From an optimization exercise on the open Yosys and OpenROAD flow, aimed at small area; shortcuts taken in it are not production practice.
Function was checked by simulation only, so behaviour that the tests miss may differ from the original.
Power and IR drop assume default switching activity.

## design/flow/flow/run.sh

```bash
#!/bin/bash
set -euo pipefail
cd "$(dirname "$0")/.."
export CTS_ARGS="-sink_clustering_enable -repair_clock_nets -dont_use_dummy_load -buf_list sky130_fd_sc_hd__clkbuf_8 -sink_clustering_size 15 -sink_clustering_max_diameter 45"
bash standard.sh > standard_flow.log 2>&1
```

## design/flow/standard.sh

```bash
#!/bin/bash
# synth_recipe.tcl (not shown) runs the flow's synth.tcl, then flattens the netlist and writes it again
# the make line also repeats each setting of config.mk as NAME=value (left out here)
make -C /OpenROAD-flow-scripts/flow DESIGN_CONFIG=/design/flow/config.mk WORK_HOME=/design/flow/orfs CLKGATE_MAP_FILE= SYNTH_SCRIPT=/design/flow/synth_recipe.tcl "${@:-finish}"
```

## design/flow/config.mk

```make
export PLATFORM = sky130hd
export DESIGN_NAME = upcoin_top
export DESIGN_NICKNAME = upcoin_top
export VERILOG_FILES = /design/flow/design.v
export SDC_FILE = /design/flow/constraint.sdc
export NUM_CORES = 4
export LEC_CHECK = 0
export CAP_MARGIN = 20
export CORE_MARGIN = 2
export CORE_UTILIZATION = 65
export CTS_BUF_LIST = sky130_fd_sc_hd__clkbuf_8
export CTS_CLUSTER_DIAMETER = 45
export CTS_CLUSTER_SIZE = 15
export SLEW_MARGIN = 20
export SYNTH_HIERARCHICAL = 1
export SYNTH_MINIMUM_KEEP_SIZE = 0
```

## design/flow/constraint.sdc

```tcl
create_clock -name core_clock -period 10.0 [get_ports {clk}]
set_input_delay 2.0000 -clock core_clock [delete_from_list [all_inputs] [get_ports {clk}]]
set_output_delay 2.0000 -clock core_clock [all_outputs]
set_load 0.01 [all_outputs]
```

## design/flow/design.v

```verilog
`default_nettype none
package sha256_pkg;
  localparam int word_w = 32;
  localparam int block_w = 512;
  localparam int digest_w = 256;
  localparam int digest_words = digest_w / word_w;
  localparam int num_rounds = 64;
  localparam int sched_depth = 16;
  typedef logic [word_w-1:0] word_t;
  typedef logic [block_w-1:0] block_t;
  typedef union packed {
    logic [digest_w-1:0] flat;
    word_t [0:digest_words-1] words;
  } digest_u;
  localparam logic [digest_w-1:0] hash_init =
    256'h6a09e667bb67ae853c6ef372a54ff53a510e527f9b05688c1f83d9ab5be0cd19;
  localparam logic [num_rounds*word_w-1:0] round_k = {
    32'h428a2f98, 32'h71374491, 32'hb5c0fbcf, 32'he9b5dba5, 32'h3956c25b, 32'h59f111f1,
    32'h923f82a4, 32'hab1c5ed5, 32'hd807aa98, 32'h12835b01, 32'h243185be, 32'h550c7dc3,
    32'h72be5d74, 32'h80deb1fe, 32'h9bdc06a7, 32'hc19bf174, 32'he49b69c1, 32'hefbe4786,
    32'h0fc19dc6, 32'h240ca1cc, 32'h2de92c6f, 32'h4a7484aa, 32'h5cb0a9dc, 32'h76f988da,
    32'h983e5152, 32'ha831c66d, 32'hb00327c8, 32'hbf597fc7, 32'hc6e00bf3, 32'hd5a79147,
    32'h06ca6351, 32'h14292967, 32'h27b70a85, 32'h2e1b2138, 32'h4d2c6dfc, 32'h53380d13,
    32'h650a7354, 32'h766a0abb, 32'h81c2c92e, 32'h92722c85, 32'ha2bfe8a1, 32'ha81a664b,
    32'hc24b8b70, 32'hc76c51a3, 32'hd192e819, 32'hd6990624, 32'hf40e3585, 32'h106aa070,
    32'h19a4c116, 32'h1e376c08, 32'h2748774c, 32'h34b0bcb5, 32'h391c0cb3, 32'h4ed8aa4a,
    32'h5b9cca4f, 32'h682e6ff3, 32'h748f82ee, 32'h78a5636f, 32'h84c87814, 32'h8cc70208,
    32'h90befffa, 32'ha4506ceb, 32'hbef9a3f7, 32'hc67178f2
  };
  function automatic logic [word_w-1:0] rotr(input logic [word_w-1:0] x, input integer n);
    rotr = (x >> n) | (x << (word_w - n));
  endfunction
  function automatic logic [word_w-1:0] ch(input logic [word_w-1:0] x, input logic [word_w-1:0] y, input logic [word_w-1:0] z);
    ch = (x & y) ^ (~x & z);
  endfunction
  function automatic logic [word_w-1:0] maj(input logic [word_w-1:0] x, input logic [word_w-1:0] y, input logic [word_w-1:0] z);
    maj = (x & y) ^ (x & z) ^ (y & z);
  endfunction
  function automatic logic [word_w-1:0] big_sigma0(input logic [word_w-1:0] x);
    big_sigma0 = rotr(x, 2) ^ rotr(x, 13) ^ rotr(x, 22);
  endfunction
  function automatic logic [word_w-1:0] big_sigma1(input logic [word_w-1:0] x);
    big_sigma1 = rotr(x, 6) ^ rotr(x, 11) ^ rotr(x, 25);
  endfunction
  function automatic logic [word_w-1:0] small_sigma0(input logic [word_w-1:0] x);
    small_sigma0 = rotr(x, 7) ^ rotr(x, 18) ^ (x >> 3);
  endfunction
  function automatic logic [word_w-1:0] small_sigma1(input logic [word_w-1:0] x);
    small_sigma1 = rotr(x, 17) ^ rotr(x, 19) ^ (x >> 10);
  endfunction
  function automatic logic [2*word_w-1:0] csa(input logic [word_w-1:0] x, input logic [word_w-1:0] y, input logic [word_w-1:0] z);
    csa = {x ^ y ^ z, ((x & y) | (x & z) | (y & z)) << 1};
  endfunction
  function automatic logic [word_w-1:0] add(input logic [word_w-1:0] x, input logic [word_w-1:0] y);
    logic [word_w-1:0] gg, pp;
    gg = x & y;
    pp = x ^ y;
    for (int l = 1; l < word_w; l = l * 2) begin
      for (int i = 2 * l - 1; i < word_w; i = i + 2 * l) begin
        gg[i] = gg[i] | (pp[i] & gg[i-l]);
        pp[i] = pp[i] & pp[i-l];
      end
    end
    for (int l = word_w / 4; l >= 1; l = l / 2) begin
      for (int i = 3 * l - 1; i < word_w; i = i + 2 * l) begin
        gg[i] = gg[i] | (pp[i] & gg[i-l]);
        pp[i] = pp[i] & pp[i-l];
      end
    end
    add = x ^ y ^ {gg[word_w-2:0], 1'b0};
  endfunction
  function automatic logic [word_w-1:0] add_ci(input logic [word_w-1:0] x, input logic [word_w-1:0] y, input integer bs);
    logic [word_w-1:0] s0;
    logic c, cin, t;
    cin = 1'b0;
    for (int j = 0; j < word_w; j = j + bs) begin
      c = 1'b0;
      for (int i = j; i < j + bs && i < word_w; i++) begin
        s0[i] = x[i] ^ y[i] ^ c;
        c = (x[i] & y[i]) | (c & (x[i] ^ y[i]));
      end
      t = 1'b1;
      for (int i = j; i < j + bs && i < word_w; i++) begin
        add_ci[i] = s0[i] ^ (cin & t);
        t = t & s0[i];
      end
      cin = c | (cin & t);
    end
  endfunction
endpackage
`default_nettype wire
`default_nettype none
module sha256_csa (
  input  sha256_pkg::word_t x,
  input  sha256_pkg::word_t y,
  input  sha256_pkg::word_t z,
  output sha256_pkg::word_t s,
  output sha256_pkg::word_t c
);
  assign s = x ^ y ^ z;
  assign c = (x & y) | (x & z) | (y & z);
endmodule
`default_nettype wire
`default_nettype none
module upcoin_top (
  input  logic clk,
  input  logic block_load,
  input  logic sck,
  input  logic sdi,
  output logic sdo,
  output logic done
);
  logic        sck_s1, sck_s2;
  logic        sdi_s1;
  logic        sck_rise, sck_fall;
  logic [3:0]  p;          
  logic        run;        
  logic [2:0]  rev;        
  logic [8:0]  cnt;        
  logic [1:0]  pc;         
  logic [2:0]  pb;         
  logic        nb;         
  logic        nb_d;
  sha256_pkg::word_t win [0:15];
  sha256_pkg::word_t a, b, c, d, e, f, g, h;
  assign sck_rise = sck_s1 & ~sck_s2;
  assign sck_fall = ~sck_s1 & sck_s2;
  always_ff @(posedge clk or negedge block_load) begin
    if (!block_load) begin
      sck_s1 <= 1'b0;
      sck_s2 <= 1'b0;
    end else begin
      sck_s1 <= sck;
      sck_s2 <= sck_s1;
    end
  end
  logic round, sched, fin, init;
  logic ins, ins_last, accept;
  logic [1:0] pc_left;
  logic [9:0] cnt_next;
  logic       finish, pre_finish;
  assign init  = ~run & ~done;
  assign round = run & ~rev[2];
  assign sched = round & (rev[1:0] != 2'd3);
  assign fin   = run & rev[2] & ~p[3];
  assign accept   = sck_rise & ~((cnt[8:5] == 4'd15) & ({1'b0, cnt[4:0]} + {4'd0, pc} >= 6'd32));
  assign ins      = init & (p == cnt[8:5]) & pc[1];
  assign finish     = run & rev[2] & (p == 4'd8);
  assign pre_finish = run & rev[2] & (p == 4'd7);
  assign cnt_next   = {1'b0, cnt} + {8'd0, ins, (done & sck_fall) | pre_finish};
  assign ins_last = ins & cnt_next[9];
  assign pc_left  = ins ? {1'b0, pc[0]} : pc;
  always_ff @(posedge clk or negedge block_load) begin
    if (!block_load) begin
      p    <= '0;
      run  <= 1'b0;
      rev  <= '0;
      cnt  <= '0;
      pc   <= '0;
      done <= 1'b0;
      sdo  <= 1'b0;
    end else begin
      p   <= p + 4'd1;
      cnt <= cnt_next[8:0];
      pc  <= pc_left + {1'b0, accept};
      if (ins_last) run <= 1'b1;
      if (run) begin
        if (p == 4'd15) rev <= rev + 3'd1;
        if (finish) begin
          run  <= 1'b0;
          done <= 1'b1;
          sdo  <= a[31];
        end
      end
      if (done && sck_fall) sdo <= nb_d;
    end
  end
  always_ff @(posedge clk) begin
    sdi_s1 <= sdi;
    nb     <= nb_d;
    if (ins) pb[0] <= pb[2];
    if (accept) pb[pc_left] <= sdi_s1;
  end
  assign nb_d = (p[2:0] + cnt[7:5] == 3'd0) ? a[~cnt[4:0]] : nb;
  sha256_pkg::word_t next_word, ins_word, win_in;
  sha256_pkg::word_t n2_w, n4_w, v1_w, m2_w, q2_w, e2_w, a2_w, a4_w;
  sha256_pkg::word_t n1, n2, n3, n4;
  sha256_csa csa_n1_i (.x(sha256_pkg::small_sigma1(win[14])), .y(win[9]), .z(sha256_pkg::small_sigma0(win[1])), .s(n1), .c(n2_w));
  assign n2 = {n2_w[30:0], 1'b0};
  sha256_csa csa_n3_i (.x(n1), .y(n2), .z(win[0]), .s(n3), .c(n4_w));
  assign n4 = {n4_w[30:0], 1'b0};
  assign next_word = sha256_pkg::add_ci(n3, n4, 11);
  assign ins_word  = {win[0][29:0], pb[0], pb[1]};
  assign win_in    = sched ? next_word : (ins ? ins_word : win[0]);
  always_ff @(posedge clk) begin
    for (int i = 0; i < 15; i++) win[i] <= win[i+1];
    win[15] <= win_in;
  end
  sha256_pkg::word_t kc, dg, u1, v1, m1, m2, q1, q2, e1, e2, a1, a2, a3, a4;
  sha256_pkg::word_t a_rnd, a_in, e_in;
  sha256_pkg::word_t kt;
  logic [2:0] hi;
  wire [5:0] t = {rev[1:0], p};
  wire t0=t[0], t1=t[1], t2=t[2], t3=t[3], t4=t[4], t5=t[5];
  wire new_n39, new_n40, new_n41, new_n42, new_n43, new_n44, new_n45,
    new_n46, new_n47, new_n48, new_n49, new_n50, new_n51, new_n52, new_n53,
    new_n54, new_n55, new_n56, new_n57, new_n58, new_n59, new_n60, new_n61,
    new_n62, new_n63, new_n64, new_n65, new_n66, new_n67, new_n68, new_n69,
    new_n70, new_n71, new_n72, new_n73, new_n74, new_n75, new_n76, new_n77,
    new_n78, new_n79, new_n80, new_n81, new_n82, new_n84, new_n85, new_n86,
    new_n87, new_n88, new_n89, new_n90, new_n91, new_n92, new_n93, new_n94,
    new_n95, new_n96, new_n97, new_n98, new_n99, new_n100, new_n101,
    new_n102, new_n103, new_n104, new_n105, new_n106, new_n107, new_n108,
    new_n109, new_n110, new_n111, new_n112, new_n113, new_n114, new_n116,
    new_n117, new_n118, new_n119, new_n120, new_n121, new_n122, new_n123,
    new_n124, new_n125, new_n126, new_n127, new_n128, new_n129, new_n130,
    new_n131, new_n132, new_n133, new_n134, new_n135, new_n136, new_n137,
    new_n138, new_n139, new_n140, new_n141, new_n142, new_n143, new_n145,
    new_n146, new_n147, new_n148, new_n149, new_n150, new_n151, new_n152,
    new_n153, new_n154, new_n155, new_n156, new_n157, new_n158, new_n159,
    new_n160, new_n161, new_n162, new_n163, new_n164, new_n165, new_n167,
    new_n168, new_n169, new_n170, new_n171, new_n172, new_n173, new_n174,
    new_n175, new_n176, new_n177, new_n178, new_n179, new_n180, new_n181,
    new_n182, new_n183, new_n184, new_n185, new_n186, new_n187, new_n189,
    new_n190, new_n191, new_n192, new_n193, new_n194, new_n195, new_n196,
    new_n197, new_n198, new_n199, new_n200, new_n201, new_n202, new_n203,
    new_n204, new_n206, new_n207, new_n208, new_n209, new_n210, new_n211,
    new_n212, new_n213, new_n214, new_n215, new_n216, new_n217, new_n218,
    new_n219, new_n220, new_n221, new_n222, new_n223, new_n224, new_n226,
    new_n227, new_n228, new_n229, new_n230, new_n231, new_n232, new_n233,
    new_n234, new_n235, new_n236, new_n237, new_n238, new_n239, new_n240,
    new_n241, new_n242, new_n243, new_n245, new_n246, new_n247, new_n248,
    new_n249, new_n250, new_n251, new_n252, new_n253, new_n254, new_n255,
    new_n256, new_n257, new_n258, new_n259, new_n260, new_n261, new_n262,
    new_n263, new_n264, new_n265, new_n267, new_n268, new_n269, new_n270,
    new_n271, new_n272, new_n273, new_n274, new_n275, new_n276, new_n277,
    new_n278, new_n279, new_n280, new_n281, new_n283, new_n284, new_n285,
    new_n286, new_n287, new_n288, new_n289, new_n290, new_n291, new_n292,
    new_n293, new_n294, new_n295, new_n296, new_n297, new_n298, new_n300,
    new_n301, new_n302, new_n303, new_n304, new_n305, new_n306, new_n307,
    new_n308, new_n309, new_n310, new_n311, new_n312, new_n313, new_n314,
    new_n316, new_n317, new_n318, new_n319, new_n320, new_n321, new_n322,
    new_n323, new_n324, new_n325, new_n326, new_n327, new_n328, new_n329,
    new_n330, new_n331, new_n333, new_n334, new_n335, new_n336, new_n337,
    new_n338, new_n339, new_n340, new_n341, new_n342, new_n343, new_n344,
    new_n345, new_n346, new_n347, new_n348, new_n349, new_n351, new_n352,
    new_n353, new_n354, new_n355, new_n356, new_n357, new_n358, new_n359,
    new_n360, new_n361, new_n362, new_n363, new_n364, new_n366, new_n367,
    new_n368, new_n369, new_n370, new_n371, new_n372, new_n373, new_n374,
    new_n375, new_n376, new_n377, new_n378, new_n379, new_n381, new_n382,
    new_n383, new_n384, new_n385, new_n386, new_n387, new_n388, new_n389,
    new_n390, new_n391, new_n392, new_n393, new_n394, new_n395, new_n396,
    new_n398, new_n399, new_n400, new_n401, new_n402, new_n403, new_n404,
    new_n405, new_n406, new_n407, new_n408, new_n409, new_n410, new_n411,
    new_n413, new_n414, new_n415, new_n416, new_n417, new_n418, new_n419,
    new_n420, new_n421, new_n422, new_n423, new_n424, new_n425, new_n426,
    new_n428, new_n429, new_n430, new_n431, new_n432, new_n433, new_n434,
    new_n435, new_n436, new_n437, new_n438, new_n439, new_n440, new_n441,
    new_n442, new_n443, new_n444, new_n446, new_n447, new_n448, new_n449,
    new_n450, new_n451, new_n452, new_n453, new_n454, new_n455, new_n456,
    new_n458, new_n459, new_n460, new_n461, new_n462, new_n463, new_n464,
    new_n465, new_n466, new_n467, new_n468, new_n469, new_n470, new_n471,
    new_n473, new_n474, new_n475, new_n476, new_n477, new_n478, new_n479,
    new_n480, new_n481, new_n482, new_n483, new_n484, new_n485, new_n486,
    new_n487, new_n489, new_n490, new_n491, new_n492, new_n493, new_n494,
    new_n495, new_n496, new_n497, new_n498, new_n499, new_n500, new_n502,
    new_n503, new_n504, new_n505, new_n506, new_n507, new_n508, new_n509,
    new_n510, new_n511, new_n513, new_n514, new_n515, new_n516, new_n517,
    new_n518, new_n519, new_n521, new_n522, new_n523, new_n524, new_n525,
    new_n526, new_n527, new_n528, new_n529, new_n530, new_n531, new_n533,
    new_n534, new_n535, new_n536, new_n537, new_n538, new_n539, new_n540,
    new_n541, new_n542, new_n543, new_n544, new_n546, new_n547, new_n548,
    new_n549, new_n550, new_n551, new_n552, new_n553, new_n555, new_n556,
    new_n557, new_n558, new_n559, new_n560, new_n561, new_n562, new_n563,
    new_n564, new_n565, new_n567, new_n568, new_n569, new_n570, new_n571,
    new_n572, new_n573, new_n574, new_n575, new_n576, new_n577, new_n578,
    new_n580, new_n581, new_n582, new_n583, new_n584, new_n585, new_n586,
    new_n587, new_n588, new_n589;
  assign new_n39 = t1  & t2 ;
  assign new_n40 = ~t1  & ~t2 ;
  assign new_n41 = ~new_n39 & ~new_n40;
  assign new_n42 = ~t0  & ~new_n41;
  assign new_n43 = ~t3  & ~new_n42;
  assign new_n44 = t0  & ~t2 ;
  assign new_n45 = t3  & new_n44;
  assign new_n46 = t0  & t2 ;
  assign new_n47 = t3  & ~new_n46;
  assign new_n48 = ~t0  & ~t2 ;
  assign new_n49 = t1  & ~new_n48;
  assign new_n50 = new_n47 & new_n49;
  assign new_n51 = ~new_n45 & ~new_n50;
  assign new_n52 = ~t4  & new_n51;
  assign new_n53 = ~new_n43 & new_n52;
  assign new_n54 = t2  & t3 ;
  assign new_n55 = t4  & ~new_n54;
  assign new_n56 = ~t1  & ~t3 ;
  assign new_n57 = ~t0  & new_n56;
  assign new_n58 = t0  & t3 ;
  assign new_n59 = ~new_n57 & ~new_n58;
  assign new_n60 = new_n55 & new_n59;
  assign new_n61 = ~t5  & ~new_n60;
  assign new_n62 = ~new_n53 & new_n61;
  assign new_n63 = t0  & ~t1 ;
  assign new_n64 = ~t0  & t1 ;
  assign new_n65 = ~new_n63 & ~new_n64;
  assign new_n66 = ~t2  & ~new_n65;
  assign new_n67 = ~t0  & t2 ;
  assign new_n68 = ~t3  & ~new_n67;
  assign new_n69 = ~new_n66 & new_n68;
  assign new_n70 = t1  & new_n48;
  assign new_n71 = new_n47 & ~new_n70;
  assign new_n72 = ~t4  & ~new_n71;
  assign new_n73 = ~new_n69 & new_n72;
  assign new_n74 = ~t3  & ~new_n63;
  assign new_n75 = ~new_n48 & new_n74;
  assign new_n76 = t1  & ~t2 ;
  assign new_n77 = t3  & ~new_n76;
  assign new_n78 = ~new_n65 & new_n77;
  assign new_n79 = t4  & ~new_n78;
  assign new_n80 = ~new_n75 & new_n79;
  assign new_n81 = t5  & ~new_n80;
  assign new_n82 = ~new_n73 & new_n81;
  assign kt[0]  = new_n62 | new_n82;
  assign new_n84 = ~t2  & new_n65;
  assign new_n85 = new_n68 & ~new_n84;
  assign new_n86 = ~t5  & ~new_n85;
  assign new_n87 = ~t1  & t2 ;
  assign new_n88 = t3  & ~new_n67;
  assign new_n89 = new_n65 & new_n88;
  assign new_n90 = ~new_n87 & ~new_n89;
  assign new_n91 = new_n86 & new_n90;
  assign new_n92 = t5  & ~new_n77;
  assign new_n93 = ~new_n44 & ~new_n76;
  assign new_n94 = new_n92 & ~new_n93;
  assign new_n95 = ~new_n91 & ~new_n94;
  assign new_n96 = t4  & ~new_n95;
  assign new_n97 = ~t4  & ~t5 ;
  assign new_n98 = t2  & ~t3 ;
  assign new_n99 = ~t1  & ~new_n46;
  assign new_n100 = ~new_n98 & new_n99;
  assign new_n101 = ~t0  & t3 ;
  assign new_n102 = new_n39 & ~new_n101;
  assign new_n103 = t0  & ~t3 ;
  assign new_n104 = ~new_n102 & ~new_n103;
  assign new_n105 = ~new_n100 & new_n104;
  assign new_n106 = new_n97 & ~new_n105;
  assign new_n107 = t2  & ~new_n65;
  assign new_n108 = ~new_n44 & ~new_n107;
  assign new_n109 = ~t3  & ~new_n108;
  assign new_n110 = ~new_n66 & new_n109;
  assign new_n111 = ~t4  & t5 ;
  assign new_n112 = ~new_n45 & new_n111;
  assign new_n113 = ~new_n110 & new_n112;
  assign new_n114 = ~new_n106 & ~new_n113;
  assign kt[1]  = ~new_n96 & new_n114;
  assign new_n116 = t1  & t3 ;
  assign new_n117 = ~new_n54 & ~new_n116;
  assign new_n118 = new_n65 & ~new_n117;
  assign new_n119 = t4  & ~new_n118;
  assign new_n120 = t0  & t4 ;
  assign new_n121 = new_n56 & new_n120;
  assign new_n122 = t2  & ~new_n64;
  assign new_n123 = ~new_n121 & ~new_n122;
  assign new_n124 = new_n119 & new_n123;
  assign new_n125 = ~new_n39 & new_n103;
  assign new_n126 = ~t3  & ~new_n125;
  assign new_n127 = new_n54 & ~new_n65;
  assign new_n128 = ~new_n126 & ~new_n127;
  assign new_n129 = ~t4  & ~new_n128;
  assign new_n130 = t5  & ~new_n129;
  assign new_n131 = ~new_n124 & new_n130;
  assign new_n132 = ~t1  & new_n48;
  assign new_n133 = ~t3  & ~new_n132;
  assign new_n134 = ~new_n46 & new_n133;
  assign new_n135 = t4  & ~t5 ;
  assign new_n136 = ~new_n58 & new_n135;
  assign new_n137 = ~new_n134 & new_n136;
  assign new_n138 = ~new_n44 & ~new_n117;
  assign new_n139 = t1  & ~t3 ;
  assign new_n140 = ~t5  & ~new_n139;
  assign new_n141 = ~t4  & new_n140;
  assign new_n142 = ~new_n138 & new_n141;
  assign new_n143 = ~new_n137 & ~new_n142;
  assign kt[2]  = ~new_n131 & new_n143;
  assign new_n145 = t3  & ~new_n39;
  assign new_n146 = t4  & ~new_n70;
  assign new_n147 = new_n145 & new_n146;
  assign new_n148 = ~t3  & ~new_n65;
  assign new_n149 = t5  & ~new_n148;
  assign new_n150 = ~new_n44 & ~new_n67;
  assign new_n151 = ~t1  & t3 ;
  assign new_n152 = ~new_n150 & new_n151;
  assign new_n153 = new_n149 & ~new_n152;
  assign new_n154 = ~new_n147 & new_n153;
  assign new_n155 = t3  & new_n66;
  assign new_n156 = ~t3  & ~new_n48;
  assign new_n157 = ~new_n40 & new_n156;
  assign new_n158 = new_n135 & ~new_n157;
  assign new_n159 = ~new_n155 & new_n158;
  assign new_n160 = new_n145 & new_n150;
  assign new_n161 = ~t0  & ~t3 ;
  assign new_n162 = ~new_n39 & new_n161;
  assign new_n163 = new_n97 & ~new_n162;
  assign new_n164 = ~new_n160 & new_n163;
  assign new_n165 = ~new_n159 & ~new_n164;
  assign kt[3]  = ~new_n154 & new_n165;
  assign new_n167 = ~t2  & t3 ;
  assign new_n168 = ~new_n64 & new_n167;
  assign new_n169 = t4  & ~new_n168;
  assign new_n170 = t3  & new_n63;
  assign new_n171 = ~new_n148 & ~new_n170;
  assign new_n172 = new_n169 & new_n171;
  assign new_n173 = ~new_n39 & new_n58;
  assign new_n174 = t2  & new_n139;
  assign new_n175 = ~t4  & ~new_n174;
  assign new_n176 = ~new_n173 & new_n175;
  assign new_n177 = ~new_n42 & new_n176;
  assign new_n178 = t5  & ~new_n177;
  assign new_n179 = ~new_n172 & new_n178;
  assign new_n180 = ~new_n46 & new_n139;
  assign new_n181 = new_n52 & ~new_n180;
  assign new_n182 = t4  & ~new_n76;
  assign new_n183 = ~t3  & ~new_n39;
  assign new_n184 = ~new_n58 & ~new_n183;
  assign new_n185 = new_n182 & new_n184;
  assign new_n186 = ~t5  & ~new_n185;
  assign new_n187 = ~new_n181 & new_n186;
  assign kt[4]  = ~new_n179 & ~new_n187;
  assign new_n189 = ~t5  & ~new_n138;
  assign new_n190 = ~new_n110 & new_n189;
  assign new_n191 = ~t2  & new_n63;
  assign new_n192 = new_n88 & ~new_n191;
  assign new_n193 = new_n149 & ~new_n192;
  assign new_n194 = ~t4  & ~new_n193;
  assign new_n195 = ~new_n190 & new_n194;
  assign new_n196 = ~new_n48 & new_n77;
  assign new_n197 = ~new_n107 & new_n196;
  assign new_n198 = t2  & new_n56;
  assign new_n199 = ~t5  & ~new_n198;
  assign new_n200 = ~new_n197 & new_n199;
  assign new_n201 = new_n65 & new_n156;
  assign new_n202 = new_n92 & ~new_n201;
  assign new_n203 = t4  & ~new_n202;
  assign new_n204 = ~new_n200 & new_n203;
  assign kt[5]  = new_n195 | new_n204;
  assign new_n206 = ~new_n70 & ~new_n87;
  assign new_n207 = ~new_n46 & new_n206;
  assign new_n208 = ~t3  & ~new_n207;
  assign new_n209 = ~new_n64 & ~new_n117;
  assign new_n210 = ~t4  & ~new_n209;
  assign new_n211 = ~new_n208 & new_n210;
  assign new_n212 = ~new_n121 & ~new_n211;
  assign new_n213 = ~t5  & ~new_n212;
  assign new_n214 = t4  & t5 ;
  assign new_n215 = ~t3  & ~new_n99;
  assign new_n216 = ~new_n44 & new_n215;
  assign new_n217 = new_n214 & ~new_n216;
  assign new_n218 = ~new_n77 & new_n217;
  assign new_n219 = ~new_n39 & ~new_n66;
  assign new_n220 = new_n88 & ~new_n219;
  assign new_n221 = ~new_n40 & new_n162;
  assign new_n222 = new_n111 & ~new_n221;
  assign new_n223 = ~new_n220 & new_n222;
  assign new_n224 = ~new_n218 & ~new_n223;
  assign kt[6]  = ~new_n213 & new_n224;
  assign new_n226 = t2  & ~new_n59;
  assign new_n227 = new_n87 & new_n161;
  assign new_n228 = ~t4  & ~new_n227;
  assign new_n229 = new_n77 & ~new_n122;
  assign new_n230 = ~new_n228 & ~new_n229;
  assign new_n231 = ~new_n226 & new_n230;
  assign new_n232 = ~new_n197 & new_n228;
  assign new_n233 = ~t5  & ~new_n232;
  assign new_n234 = ~new_n231 & new_n233;
  assign new_n235 = ~new_n84 & ~new_n107;
  assign new_n236 = new_n47 & ~new_n235;
  assign new_n237 = t5  & ~new_n236;
  assign new_n238 = ~new_n44 & new_n68;
  assign new_n239 = ~t4  & ~new_n238;
  assign new_n240 = new_n237 & new_n239;
  assign new_n241 = ~new_n45 & ~new_n202;
  assign new_n242 = new_n214 & ~new_n241;
  assign new_n243 = ~new_n240 & ~new_n242;
  assign kt[7]  = ~new_n234 & new_n243;
  assign new_n245 = ~t3  & new_n48;
  assign new_n246 = ~new_n76 & ~new_n245;
  assign new_n247 = ~t1  & new_n54;
  assign new_n248 = ~new_n58 & ~new_n247;
  assign new_n249 = t0  & new_n87;
  assign new_n250 = new_n248 & ~new_n249;
  assign new_n251 = new_n246 & new_n250;
  assign new_n252 = ~new_n55 & ~new_n251;
  assign new_n253 = t4  & ~new_n170;
  assign new_n254 = ~new_n122 & new_n253;
  assign new_n255 = ~t5  & ~new_n254;
  assign new_n256 = ~new_n252 & new_n255;
  assign new_n257 = t1  & new_n47;
  assign new_n258 = ~new_n134 & ~new_n257;
  assign new_n259 = ~t4  & ~new_n258;
  assign new_n260 = t4  & ~new_n192;
  assign new_n261 = t1  & new_n46;
  assign new_n262 = new_n156 & ~new_n261;
  assign new_n263 = new_n260 & ~new_n262;
  assign new_n264 = t5  & ~new_n263;
  assign new_n265 = ~new_n259 & new_n264;
  assign kt[8]  = ~new_n256 & ~new_n265;
  assign new_n267 = ~t4  & ~new_n229;
  assign new_n268 = ~new_n74 & new_n267;
  assign new_n269 = ~new_n40 & new_n47;
  assign new_n270 = t4  & ~new_n191;
  assign new_n271 = ~new_n269 & new_n270;
  assign new_n272 = ~new_n268 & ~new_n271;
  assign new_n273 = ~t5  & ~new_n272;
  assign new_n274 = ~new_n71 & new_n217;
  assign new_n275 = ~new_n41 & new_n103;
  assign new_n276 = ~t1  & ~new_n101;
  assign new_n277 = ~new_n275 & new_n276;
  assign new_n278 = new_n64 & new_n167;
  assign new_n279 = new_n111 & ~new_n278;
  assign new_n280 = ~new_n277 & new_n279;
  assign new_n281 = ~new_n274 & ~new_n280;
  assign kt[9]  = ~new_n273 & new_n281;
  assign new_n283 = t1  & new_n68;
  assign new_n284 = ~t4  & ~new_n283;
  assign new_n285 = ~new_n78 & new_n284;
  assign new_n286 = new_n43 & ~new_n249;
  assign new_n287 = t4  & ~new_n247;
  assign new_n288 = ~new_n286 & new_n287;
  assign new_n289 = ~new_n285 & ~new_n288;
  assign new_n290 = t5  & ~new_n289;
  assign new_n291 = t3  & ~new_n93;
  assign new_n292 = new_n135 & ~new_n291;
  assign new_n293 = ~new_n84 & new_n183;
  assign new_n294 = new_n292 & ~new_n293;
  assign new_n295 = ~new_n41 & new_n68;
  assign new_n296 = new_n97 & ~new_n269;
  assign new_n297 = ~new_n295 & new_n296;
  assign new_n298 = ~new_n294 & ~new_n297;
  assign kt[10]  = ~new_n290 & new_n298;
  assign new_n300 = new_n71 & ~new_n87;
  assign new_n301 = ~new_n245 & ~new_n300;
  assign new_n302 = t4  & ~new_n301;
  assign new_n303 = ~new_n48 & new_n116;
  assign new_n304 = ~new_n191 & ~new_n303;
  assign new_n305 = ~new_n226 & new_n304;
  assign new_n306 = ~t4  & ~new_n305;
  assign new_n307 = t5  & ~new_n306;
  assign new_n308 = ~new_n302 & new_n307;
  assign new_n309 = new_n119 & ~new_n126;
  assign new_n310 = new_n47 & ~new_n64;
  assign new_n311 = ~new_n245 & ~new_n310;
  assign new_n312 = new_n284 & new_n311;
  assign new_n313 = ~t5  & ~new_n312;
  assign new_n314 = ~new_n309 & new_n313;
  assign kt[11]  = new_n308 | new_n314;
  assign new_n316 = ~t2  & new_n139;
  assign new_n317 = t4  & ~new_n316;
  assign new_n318 = t3  & new_n108;
  assign new_n319 = ~new_n40 & new_n318;
  assign new_n320 = new_n317 & ~new_n319;
  assign new_n321 = ~new_n50 & new_n228;
  assign new_n322 = t5  & ~new_n321;
  assign new_n323 = ~new_n320 & new_n322;
  assign new_n324 = new_n88 & new_n219;
  assign new_n325 = ~new_n120 & ~new_n317;
  assign new_n326 = ~new_n324 & ~new_n325;
  assign new_n327 = ~new_n40 & new_n125;
  assign new_n328 = new_n284 & ~new_n327;
  assign new_n329 = new_n248 & new_n328;
  assign new_n330 = ~t5  & ~new_n329;
  assign new_n331 = ~new_n326 & new_n330;
  assign kt[12]  = new_n323 | new_n331;
  assign new_n333 = ~t3  & ~new_n235;
  assign new_n334 = new_n41 & new_n88;
  assign new_n335 = ~new_n333 & ~new_n334;
  assign new_n336 = ~t4  & ~new_n335;
  assign new_n337 = ~t2  & ~new_n139;
  assign new_n338 = ~new_n161 & ~new_n337;
  assign new_n339 = ~new_n63 & new_n146;
  assign new_n340 = ~new_n338 & new_n339;
  assign new_n341 = ~new_n336 & ~new_n340;
  assign new_n342 = t5  & ~new_n341;
  assign new_n343 = t4  & ~new_n151;
  assign new_n344 = ~new_n85 & new_n343;
  assign new_n345 = new_n47 & ~new_n84;
  assign new_n346 = ~t4  & ~new_n156;
  assign new_n347 = ~new_n345 & new_n346;
  assign new_n348 = ~t5  & ~new_n347;
  assign new_n349 = ~new_n344 & new_n348;
  assign kt[13]  = ~new_n342 & ~new_n349;
  assign new_n351 = new_n41 & new_n156;
  assign new_n352 = new_n237 & ~new_n351;
  assign new_n353 = new_n140 & new_n207;
  assign new_n354 = t4  & ~new_n353;
  assign new_n355 = ~new_n352 & new_n354;
  assign new_n356 = ~new_n40 & new_n161;
  assign new_n357 = ~t4  & ~new_n356;
  assign new_n358 = t5  & ~new_n310;
  assign new_n359 = new_n357 & new_n358;
  assign new_n360 = ~new_n47 & ~new_n49;
  assign new_n361 = ~new_n248 & ~new_n360;
  assign new_n362 = new_n97 & ~new_n361;
  assign new_n363 = ~new_n286 & new_n362;
  assign new_n364 = ~new_n359 & ~new_n363;
  assign kt[14]  = ~new_n355 & new_n364;
  assign new_n366 = ~t0  & new_n174;
  assign new_n367 = ~t4  & ~new_n366;
  assign new_n368 = ~new_n318 & new_n367;
  assign new_n369 = ~t0  & new_n77;
  assign new_n370 = t4  & ~new_n369;
  assign new_n371 = ~new_n333 & new_n370;
  assign new_n372 = ~new_n368 & ~new_n371;
  assign new_n373 = t5  & ~new_n372;
  assign new_n374 = ~new_n215 & new_n253;
  assign new_n375 = t3  & new_n150;
  assign new_n376 = ~new_n180 & new_n357;
  assign new_n377 = ~new_n375 & new_n376;
  assign new_n378 = ~new_n374 & ~new_n377;
  assign new_n379 = ~t5  & ~new_n378;
  assign kt[15]  = ~new_n373 & ~new_n379;
  assign new_n381 = t3  & new_n39;
  assign new_n382 = ~new_n183 & ~new_n381;
  assign new_n383 = ~new_n40 & new_n382;
  assign new_n384 = t0  & ~new_n383;
  assign new_n385 = new_n184 & ~new_n338;
  assign new_n386 = ~new_n384 & ~new_n385;
  assign new_n387 = ~t4  & ~new_n386;
  assign new_n388 = ~new_n109 & new_n370;
  assign new_n389 = ~t5  & ~new_n388;
  assign new_n390 = ~new_n387 & new_n389;
  assign new_n391 = ~t2  & new_n56;
  assign new_n392 = new_n111 & ~new_n391;
  assign new_n393 = ~new_n160 & new_n392;
  assign new_n394 = t5  & new_n169;
  assign new_n395 = new_n304 & new_n394;
  assign new_n396 = ~new_n393 & ~new_n395;
  assign kt[16]  = ~new_n390 & new_n396;
  assign new_n398 = ~new_n257 & new_n328;
  assign new_n399 = ~new_n98 & new_n317;
  assign new_n400 = ~new_n361 & new_n399;
  assign new_n401 = ~new_n398 & ~new_n400;
  assign new_n402 = ~t5  & ~new_n401;
  assign new_n403 = ~t4  & ~new_n101;
  assign new_n404 = new_n150 & new_n151;
  assign new_n405 = ~new_n76 & ~new_n404;
  assign new_n406 = new_n403 & ~new_n405;
  assign new_n407 = new_n47 & new_n65;
  assign new_n408 = t4  & ~new_n275;
  assign new_n409 = ~new_n407 & new_n408;
  assign new_n410 = t5  & ~new_n409;
  assign new_n411 = ~new_n406 & new_n410;
  assign kt[17]  = new_n402 | new_n411;
  assign new_n413 = ~t4  & ~new_n245;
  assign new_n414 = new_n237 & new_n413;
  assign new_n415 = new_n68 & ~new_n275;
  assign new_n416 = ~new_n44 & new_n415;
  assign new_n417 = ~new_n220 & ~new_n416;
  assign new_n418 = new_n97 & ~new_n417;
  assign new_n419 = ~new_n125 & new_n135;
  assign new_n420 = ~new_n404 & new_n419;
  assign new_n421 = ~t3  & ~new_n76;
  assign new_n422 = ~new_n63 & new_n421;
  assign new_n423 = new_n270 & ~new_n422;
  assign new_n424 = new_n358 & new_n423;
  assign new_n425 = ~new_n420 & ~new_n424;
  assign new_n426 = ~new_n418 & new_n425;
  assign kt[18]  = ~new_n414 & new_n426;
  assign new_n428 = new_n90 & new_n93;
  assign new_n429 = ~new_n152 & ~new_n428;
  assign new_n430 = new_n267 & ~new_n429;
  assign new_n431 = t4  & ~new_n184;
  assign new_n432 = ~t3  & ~new_n206;
  assign new_n433 = new_n431 & ~new_n432;
  assign new_n434 = ~new_n430 & ~new_n433;
  assign new_n435 = t5  & ~new_n434;
  assign new_n436 = ~new_n201 & ~new_n391;
  assign new_n437 = new_n135 & ~new_n303;
  assign new_n438 = ~new_n89 & new_n437;
  assign new_n439 = new_n436 & new_n438;
  assign new_n440 = ~new_n133 & ~new_n167;
  assign new_n441 = ~new_n39 & new_n97;
  assign new_n442 = ~new_n303 & new_n441;
  assign new_n443 = ~new_n440 & new_n442;
  assign new_n444 = ~new_n439 & ~new_n443;
  assign kt[19]  = ~new_n435 & new_n444;
  assign new_n446 = ~new_n138 & new_n346;
  assign new_n447 = ~new_n227 & new_n421;
  assign new_n448 = new_n169 & ~new_n447;
  assign new_n449 = ~t5  & ~new_n448;
  assign new_n450 = ~new_n446 & new_n449;
  assign new_n451 = new_n68 & new_n206;
  assign new_n452 = ~t4  & ~new_n151;
  assign new_n453 = ~new_n451 & new_n452;
  assign new_n454 = new_n55 & ~new_n262;
  assign new_n455 = t5  & ~new_n454;
  assign new_n456 = ~new_n453 & new_n455;
  assign kt[20]  = new_n450 | new_n456;
  assign new_n458 = ~t4  & ~new_n41;
  assign new_n459 = ~new_n403 & ~new_n458;
  assign new_n460 = ~new_n109 & ~new_n459;
  assign new_n461 = ~new_n71 & new_n246;
  assign new_n462 = new_n343 & ~new_n461;
  assign new_n463 = ~new_n460 & ~new_n462;
  assign new_n464 = ~t5  & ~new_n463;
  assign new_n465 = ~new_n89 & ~new_n316;
  assign new_n466 = new_n239 & new_n465;
  assign new_n467 = ~new_n152 & ~new_n381;
  assign new_n468 = t4  & ~new_n451;
  assign new_n469 = new_n467 & new_n468;
  assign new_n470 = ~new_n466 & ~new_n469;
  assign new_n471 = t5  & ~new_n470;
  assign kt[21]  = ~new_n464 & ~new_n471;
  assign new_n473 = ~new_n117 & ~new_n150;
  assign new_n474 = t4  & ~new_n473;
  assign new_n475 = ~new_n208 & new_n474;
  assign new_n476 = ~t4  & ~new_n127;
  assign new_n477 = ~new_n432 & new_n476;
  assign new_n478 = ~t5  & ~new_n477;
  assign new_n479 = ~new_n475 & new_n478;
  assign new_n480 = ~new_n99 & ~new_n139;
  assign new_n481 = new_n146 & ~new_n480;
  assign new_n482 = new_n98 & ~new_n99;
  assign new_n483 = ~new_n67 & new_n116;
  assign new_n484 = ~t4  & ~new_n483;
  assign new_n485 = ~new_n482 & new_n484;
  assign new_n486 = t5  & ~new_n485;
  assign new_n487 = ~new_n481 & new_n486;
  assign kt[22]  = new_n479 | new_n487;
  assign new_n489 = t4  & ~new_n47;
  assign new_n490 = ~new_n333 & new_n489;
  assign new_n491 = ~new_n132 & ~new_n247;
  assign new_n492 = new_n367 & new_n491;
  assign new_n493 = t5  & ~new_n492;
  assign new_n494 = ~new_n490 & new_n493;
  assign new_n495 = ~t4  & ~new_n196;
  assign new_n496 = ~new_n415 & new_n495;
  assign new_n497 = ~new_n88 & ~new_n327;
  assign new_n498 = new_n287 & ~new_n497;
  assign new_n499 = ~t5  & ~new_n498;
  assign new_n500 = ~new_n496 & new_n499;
  assign kt[23]  = new_n494 | new_n500;
  assign new_n502 = ~new_n43 & ~new_n303;
  assign new_n503 = new_n97 & ~new_n502;
  assign new_n504 = ~new_n69 & new_n431;
  assign new_n505 = new_n467 & new_n504;
  assign new_n506 = ~t5  & ~new_n505;
  assign new_n507 = ~t4  & new_n41;
  assign new_n508 = ~new_n150 & new_n507;
  assign new_n509 = t5  & ~new_n161;
  assign new_n510 = ~new_n508 & new_n509;
  assign new_n511 = ~new_n506 & ~new_n510;
  assign kt[24]  = new_n503 | new_n511;
  assign new_n513 = new_n357 & new_n467;
  assign new_n514 = new_n149 & ~new_n381;
  assign new_n515 = ~new_n111 & ~new_n514;
  assign new_n516 = ~new_n513 & ~new_n515;
  assign new_n517 = new_n97 & new_n429;
  assign new_n518 = new_n86 & new_n474;
  assign new_n519 = ~new_n517 & ~new_n518;
  assign kt[25]  = ~new_n516 & new_n519;
  assign new_n521 = new_n76 & new_n346;
  assign new_n522 = ~new_n139 & ~new_n209;
  assign new_n523 = ~new_n497 & new_n522;
  assign new_n524 = t4  & ~new_n523;
  assign new_n525 = ~new_n521 & ~new_n524;
  assign new_n526 = ~t5  & ~new_n525;
  assign new_n527 = ~new_n50 & ~new_n360;
  assign new_n528 = new_n111 & ~new_n527;
  assign new_n529 = ~new_n152 & new_n214;
  assign new_n530 = ~new_n422 & new_n529;
  assign new_n531 = ~new_n528 & ~new_n530;
  assign kt[26]  = new_n526 | ~new_n531;
  assign new_n533 = new_n51 & ~new_n421;
  assign new_n534 = t4  & ~new_n533;
  assign new_n535 = new_n66 & new_n403;
  assign new_n536 = ~new_n534 & ~new_n535;
  assign new_n537 = t5  & ~new_n536;
  assign new_n538 = ~new_n403 & ~new_n507;
  assign new_n539 = ~new_n198 & ~new_n201;
  assign new_n540 = ~new_n538 & new_n539;
  assign new_n541 = ~new_n148 & ~new_n198;
  assign new_n542 = new_n169 & new_n541;
  assign new_n543 = ~t5  & ~new_n542;
  assign new_n544 = ~new_n540 & new_n543;
  assign kt[27]  = new_n537 | new_n544;
  assign new_n546 = ~new_n174 & new_n260;
  assign new_n547 = new_n72 & new_n541;
  assign new_n548 = ~new_n546 & ~new_n547;
  assign new_n549 = ~t5  & ~new_n548;
  assign new_n550 = ~new_n182 & ~new_n338;
  assign new_n551 = t2  & new_n120;
  assign new_n552 = ~new_n550 & ~new_n551;
  assign new_n553 = t5  & ~new_n552;
  assign kt[28]  = ~new_n549 & ~new_n553;
  assign new_n555 = ~new_n286 & ~new_n459;
  assign new_n556 = new_n292 & new_n436;
  assign new_n557 = ~new_n555 & ~new_n556;
  assign new_n558 = ~t5  & ~new_n557;
  assign new_n559 = new_n67 & ~new_n116;
  assign new_n560 = ~new_n267 & ~new_n559;
  assign new_n561 = ~new_n56 & ~new_n560;
  assign new_n562 = ~new_n67 & ~new_n139;
  assign new_n563 = new_n343 & new_n562;
  assign new_n564 = ~new_n561 & ~new_n563;
  assign new_n565 = t5  & ~new_n564;
  assign kt[29]  = ~new_n558 & ~new_n565;
  assign new_n567 = ~new_n257 & new_n458;
  assign new_n568 = ~new_n41 & new_n88;
  assign new_n569 = t4  & ~new_n482;
  assign new_n570 = ~new_n568 & new_n569;
  assign new_n571 = ~new_n567 & ~new_n570;
  assign new_n572 = t5  & ~new_n571;
  assign new_n573 = new_n287 & ~new_n447;
  assign new_n574 = new_n65 & ~new_n156;
  assign new_n575 = ~t4  & ~new_n125;
  assign new_n576 = ~new_n574 & new_n575;
  assign new_n577 = ~new_n573 & ~new_n576;
  assign new_n578 = ~t5  & ~new_n577;
  assign kt[30]  = ~new_n572 & ~new_n578;
  assign new_n580 = ~new_n382 & new_n403;
  assign new_n581 = t4  & new_n117;
  assign new_n582 = t5  & ~new_n581;
  assign new_n583 = ~new_n580 & new_n582;
  assign new_n584 = ~t1  & ~new_n88;
  assign new_n585 = ~new_n291 & ~new_n584;
  assign new_n586 = ~t4  & ~new_n585;
  assign new_n587 = ~new_n337 & new_n343;
  assign new_n588 = ~t5  & ~new_n587;
  assign new_n589 = ~new_n586 & new_n588;
  assign kt[31]  = new_n583 | new_n589;
  assign hi = 3'd3 - p[2:0];
  always_comb begin
    if (round)            kc = kt;
    else if (init || fin) kc = sha256_pkg::hash_init[32*(3'd7 - hi) +: 32];
    else                  kc = '0;
  end
  assign dg = init ? '0 : d;
  sha256_csa csa_u1_i (.x(sha256_pkg::big_sigma1(e)), .y(sha256_pkg::ch(e, f, g)), .z(win[0]), .s(u1), .c(v1_w));
  assign v1 = {v1_w[30:0], 1'b0};
  sha256_csa csa_m1_i (.x(h), .y(u1), .z(v1), .s(m1), .c(m2_w));
  assign m2 = {m2_w[30:0], 1'b0};
  sha256_csa csa_q1_i (.x(m1 & {32{round}}), .y(m2 & {32{round}}), .z(kc), .s(q1), .c(q2_w));
  assign q2 = {q2_w[30:0], 1'b0};
  sha256_csa csa_e1_i (.x(dg), .y(q1), .z(q2), .s(e1), .c(e2_w));
  assign e2 = {e2_w[30:0], 1'b0};
  sha256_csa csa_a1_i (.x(q1), .y(q2), .z(sha256_pkg::big_sigma0(a)), .s(a1), .c(a2_w));
  assign a2 = {a2_w[30:0], 1'b0};
  sha256_csa csa_a3_i (.x(a1), .y(a2), .z(sha256_pkg::maj(a, b, c)), .s(a3), .c(a4_w));
  assign a4 = {a4_w[30:0], 1'b0};
  assign e_in  = sha256_pkg::add_ci(e1, e2, 8);
  assign a_rnd = sha256_pkg::add(a3, a4);
  assign a_in  = round ? a_rnd : h;
  always_ff @(posedge clk) begin
    a <= a_in;
    b <= a;
    c <= b;
    d <= c;
    e <= e_in;
    f <= e;
    g <= f;
    h <= g;
  end
endmodule
`default_nettype wire
```

==> metrics.md <==
| Metric | Value |
|---|---|
| CP startpoint | `p[0]` |
| Final setup TNS | `0 ns` |
| CTS tree | `yes` |
| Top_reg_cell synth | `dfxtp_1` |
| Crit path max fanout | `15` |
| Highest clock rate | `0.126 GHz` |
| Post-synth EDFFs | `2` |
| Clock Path Buffers | `3` |
| Nets@finish | `3054` |
| Synth Register Bits | `796` |
| Hold Fails Final Rpt | `0` |
| Cts hold-fix bufs | `0` |
| Die W | `around 230 um` |
| Design area | `34700 um^2` |
| Period minus WS final | `7.92 ns` |
| Worst-skew pair later-pin latency | `0.70 ns` |
| GRT met3 Usage | `0.0862` |
| Yosys cell types | `83` |
| P per Cell Area | `roughly 150 nW/um^2` |
| Leakage Power | `0.0141 uW` |
| Worst-Margin Slew | `around 1.2 ns` |
| Peak VDD IR | `166 uV` |
| First-pass GRT wire length | `138000 um` |
| GP Congestion | `just over 1` |
| Synth top area share | `0.470` |
| Synth top area cells | `dfxtp_1 (47%), fa_1 (20%), xnor2_1 (7.2%)` |
| GR Util met1 | `0.489` |
| Post-Route Utilization | `0.694` |
| Initial core utilization | `0.656` |
| ANT nets after route | `0` |
| Max incr delay on CP | `0.78 ns` |
| Residual DRC | `0` |
| Layout cell share with drive strength beyond 1 | `0.0699` |
| Hold path start | `f[0]` |
| Final period util | `0.792` |
| Setup crit end kind | `flip-flop` |
| Cell Rows | `82` |
| FF-to-FF Start | `p[0]` |
| RSZ-0062 raised after global routing | `no` |
| Initial antenna violation count | `2` |
| Iter 0 DRT Violations | `~2100` |
| Max-slew violation count | `0` |
| Die Height | `229 um` |
| CP max stage cell | `ha_1` |
| Hpwl dp | `70900 um` |
| Core Footprint | `50100 um^2` |
| Hold Path Class | `reg -> reg` |
| Setup ws final | `2.08 ns` |
| Total of max-cap violations | `0` |
| Post-synthesis cell area | `32900 um^2` |
| Critical path type | `reg -> reg` |
| GRT Util Overall | `0.364` |
| CTS sink count | `796` |
| Post-CTS Setup Inserts | `0` |
| Leading cell types by count after synthesis | `dfxtp_1 (771), fa_1 (326), xnor2_1 (272)` |
| Cts repair resizes | `0` |
| CP most frequent cell | `fa_1` |
| DR pass1 iterations | `7` |
| Buffers & Inverters on Critical Path | `4` |
| Final setup viols | `0` |
| Clk root buf | `clkbuf_8` |
| Mapped Cells | `2627` |
| I/O Buffers | `5` |
| WP data arrival | `between 8 and 9 ns` |
| Yosys warns | `9` |
| Gr busiest metal | `met2` |
| Wirelength per Cell | `27.6 um` |
| Delay-heaviest family, CP | `adder cells` |
| Die Area | `52400 um^2` |
| Dpl cell area | `33600 um^2` |
| Syn Area/Cell | `between 10 and 15 um^2` |
| Sequential area share after synthesis | `0.489` |
| Num CTS Buffers | `80` |
| Worst path required time | `10.64 ns` |
| Clock transition at path regs | `0.10 ns` |
| Num ports | `6` |
| Vias per std cell | `6.06` |
| Largest net degree at the start of global routing | `65` |
| Final WL | `91600 um` |
| Vias in the first global route | `21436` |
| Outcome | `no timing/DRC/antenna violations` |
| Routed vias | `20126` |
| Area leader, netlist | `dfxtp_1` |
| Startpoint types | `flip-flop` |
| Total Power | `between 5000 and 6000 uW` |
| Area growth, synth to finish | `5.69%` |
| Most frequent cell after synthesis | `dfxtp_1` |
| Place WS | `roughly 2.1 ns` |
| Async S/R FF share, synth | `0.0289` |
| Global routing met2 resource utilization | `0.554` |
| Max_slew headroom | `0.210` |
| Clk_skew | `just over 0.08 ns` |
| Overflow after GRT | `0` |
| H-tree level count | `3` |
[cell usage in the layout (no fill, tap or decap), drive strengths merged, types with 7 or more instances in the layout]
master  netlist  layout
a211oi       17      17
a21o         13      13
a21oi        70      70
a221oi        7       7
a31oi        17      17
and2         71      71
buf          22      33
clkbuf       80      80
dfrtp        23      23
dfxtp       771     771
fa          326     326
ha           75      75
inv         113     113
maj3         32      32
mux2         34      34
mux2i        28      28
mux4         11      11
nand2       155     155
nand2b       20      20
nand3        29      29
nand3b        8       8
nor2         69      69
nor2b        43      43
nor3         19      19
o211ai       13      13
o21ai       105     105
o221ai       11      11
o22ai        16      16
o31ai         9       9
or3          11      11
xnor2       272     272
xor2         35      35
[worst reg2reg max path: cells and delay by family (launching register included)]
family	cells	cell delay (ns)
simple gates	4	0.79
compound gates	7	1.80
buf+inv	4	0.66
flops	1	0.36
fa+ha+maj	10	4.31
[stage by stage]
step | hold slack [ns] | std cells
global route | 0.293 | 3319
detailed placement | 0.312 | 3239
floorplan | 0.310 | 2632
CTS | 0.290 | 3319
finish | 0.294 | 3320
global placement | 0.310 | 3239
[sequential cells by signal, indices dropped and copies added, names as in the netlist, 2 cells and up]
register  cells
h            32
rev           3
a            32
cnt           9
g            32
e            32
f            32
d            32
c            32
pb            3
b            32
pc            2
win         512
p             4
[where the power goes]
| part | internal, uW | switching (uW) | leakage [uW] |
|---|---|---|---|
| logic | 83.7 | 84.0 | 0.00688 |
| clock network | 711 | 1000 | 0.000575 |
| registers | 3200 | 36.4 | 0.00667 |
| total | 4000 | 1120 | 0.0141 |
[cell families (layout without fill, tap and decap cells)]
kind of cell             Yosys count  in the layout  share of synthesized area
AO/OA/AOI/OAI                    343            343                     0.0682
XOR/XNOR                         307            307                     0.0818
adder cells (fa/ha/maj)          433            433                      0.237
buffers and inverters            219            234                     0.0255
flip-flops                       796            796                      0.489
multiplexers                      73             73                     0.0277
other                              1              7                   0.000114
AND/OR/NAND/NOR                  455            455                     0.0707
[layout make-up]
cell class                      instances  area [um^2]
Inverter                              117          439
Fill cell                            3631        15300
Clock buffer                           80         1100
Timing Repair Buffer                   37          285
Sequential cell                       796        16100
Tap cell                              672          841
Multi-Input combinational cell       1617        16000
Antenna cell                            1         2.50
[worst paths after layout]
| check | slack (ns) | depth (start not counted) | to |
|---|---|---|---|
| worst max-delay path | 2.08 | 25 | e[30] |
| worst min-delay path | 0.29 | 0 | g[0] |
| worst max register to register | 2.08 | 25 | e[30] |
| worst min register to register | 0.29 | 0 | g[0] |
| max in group asynchronous | 8.27 | 1 | p[3] |
| min in group asynchronous | 1.30 | 1 | pc[0] |
[modules after synthesis (local to each module, per instance)]
module      copies in the design  area [um^2]  flip-flops and latches  cells inside
upcoin_top                     1        27700                     796          2371
sha256_csa                     8          641                       0            32
[per-layer routing]
metal  up-vias  part of all wire
li1       8612                 -
met1     10243              0.40
met2      1005              0.45
met3       266             0.092
met4         0             0.057
met5         -                 0

## separate check: timing with driven ports
Ports are ideal in the flow. The routed layout listed here was re-timed in OpenROAD. Step 1 (the two cells are an assumption about what drives the block):
set clk [get_ports {clk}]
set_driving_cell -lib_cell sky130_fd_sc_hd__clkbuf_16 $clk
set_driving_cell -lib_cell sky130_fd_sc_hd__buf_2 [delete_from_list [all_inputs] $clk]
Step 2 moves the port delays by t, midway between the first and last clock arrival at a register: inputs arrive t later, outputs are due t later. That takes back most of the time a late clock gives input paths. Slacks: no drivers / after step 1 / after step 2; pairs: no drivers / after step 1.
t, ns: 0.718
setup WS [ns]: 2.082 / 2.082 / 2.082
worst register clock-pin slew, ns: 0.10 / 0.10
worst slew at a driven data input, ns: 0.03
pins driven straight from the clock port: 1
After both steps this run still meets setup and hold. For this run, drivers alone change the setup slack by 0.000 ns; drivers and shift together by 0.000 ns.
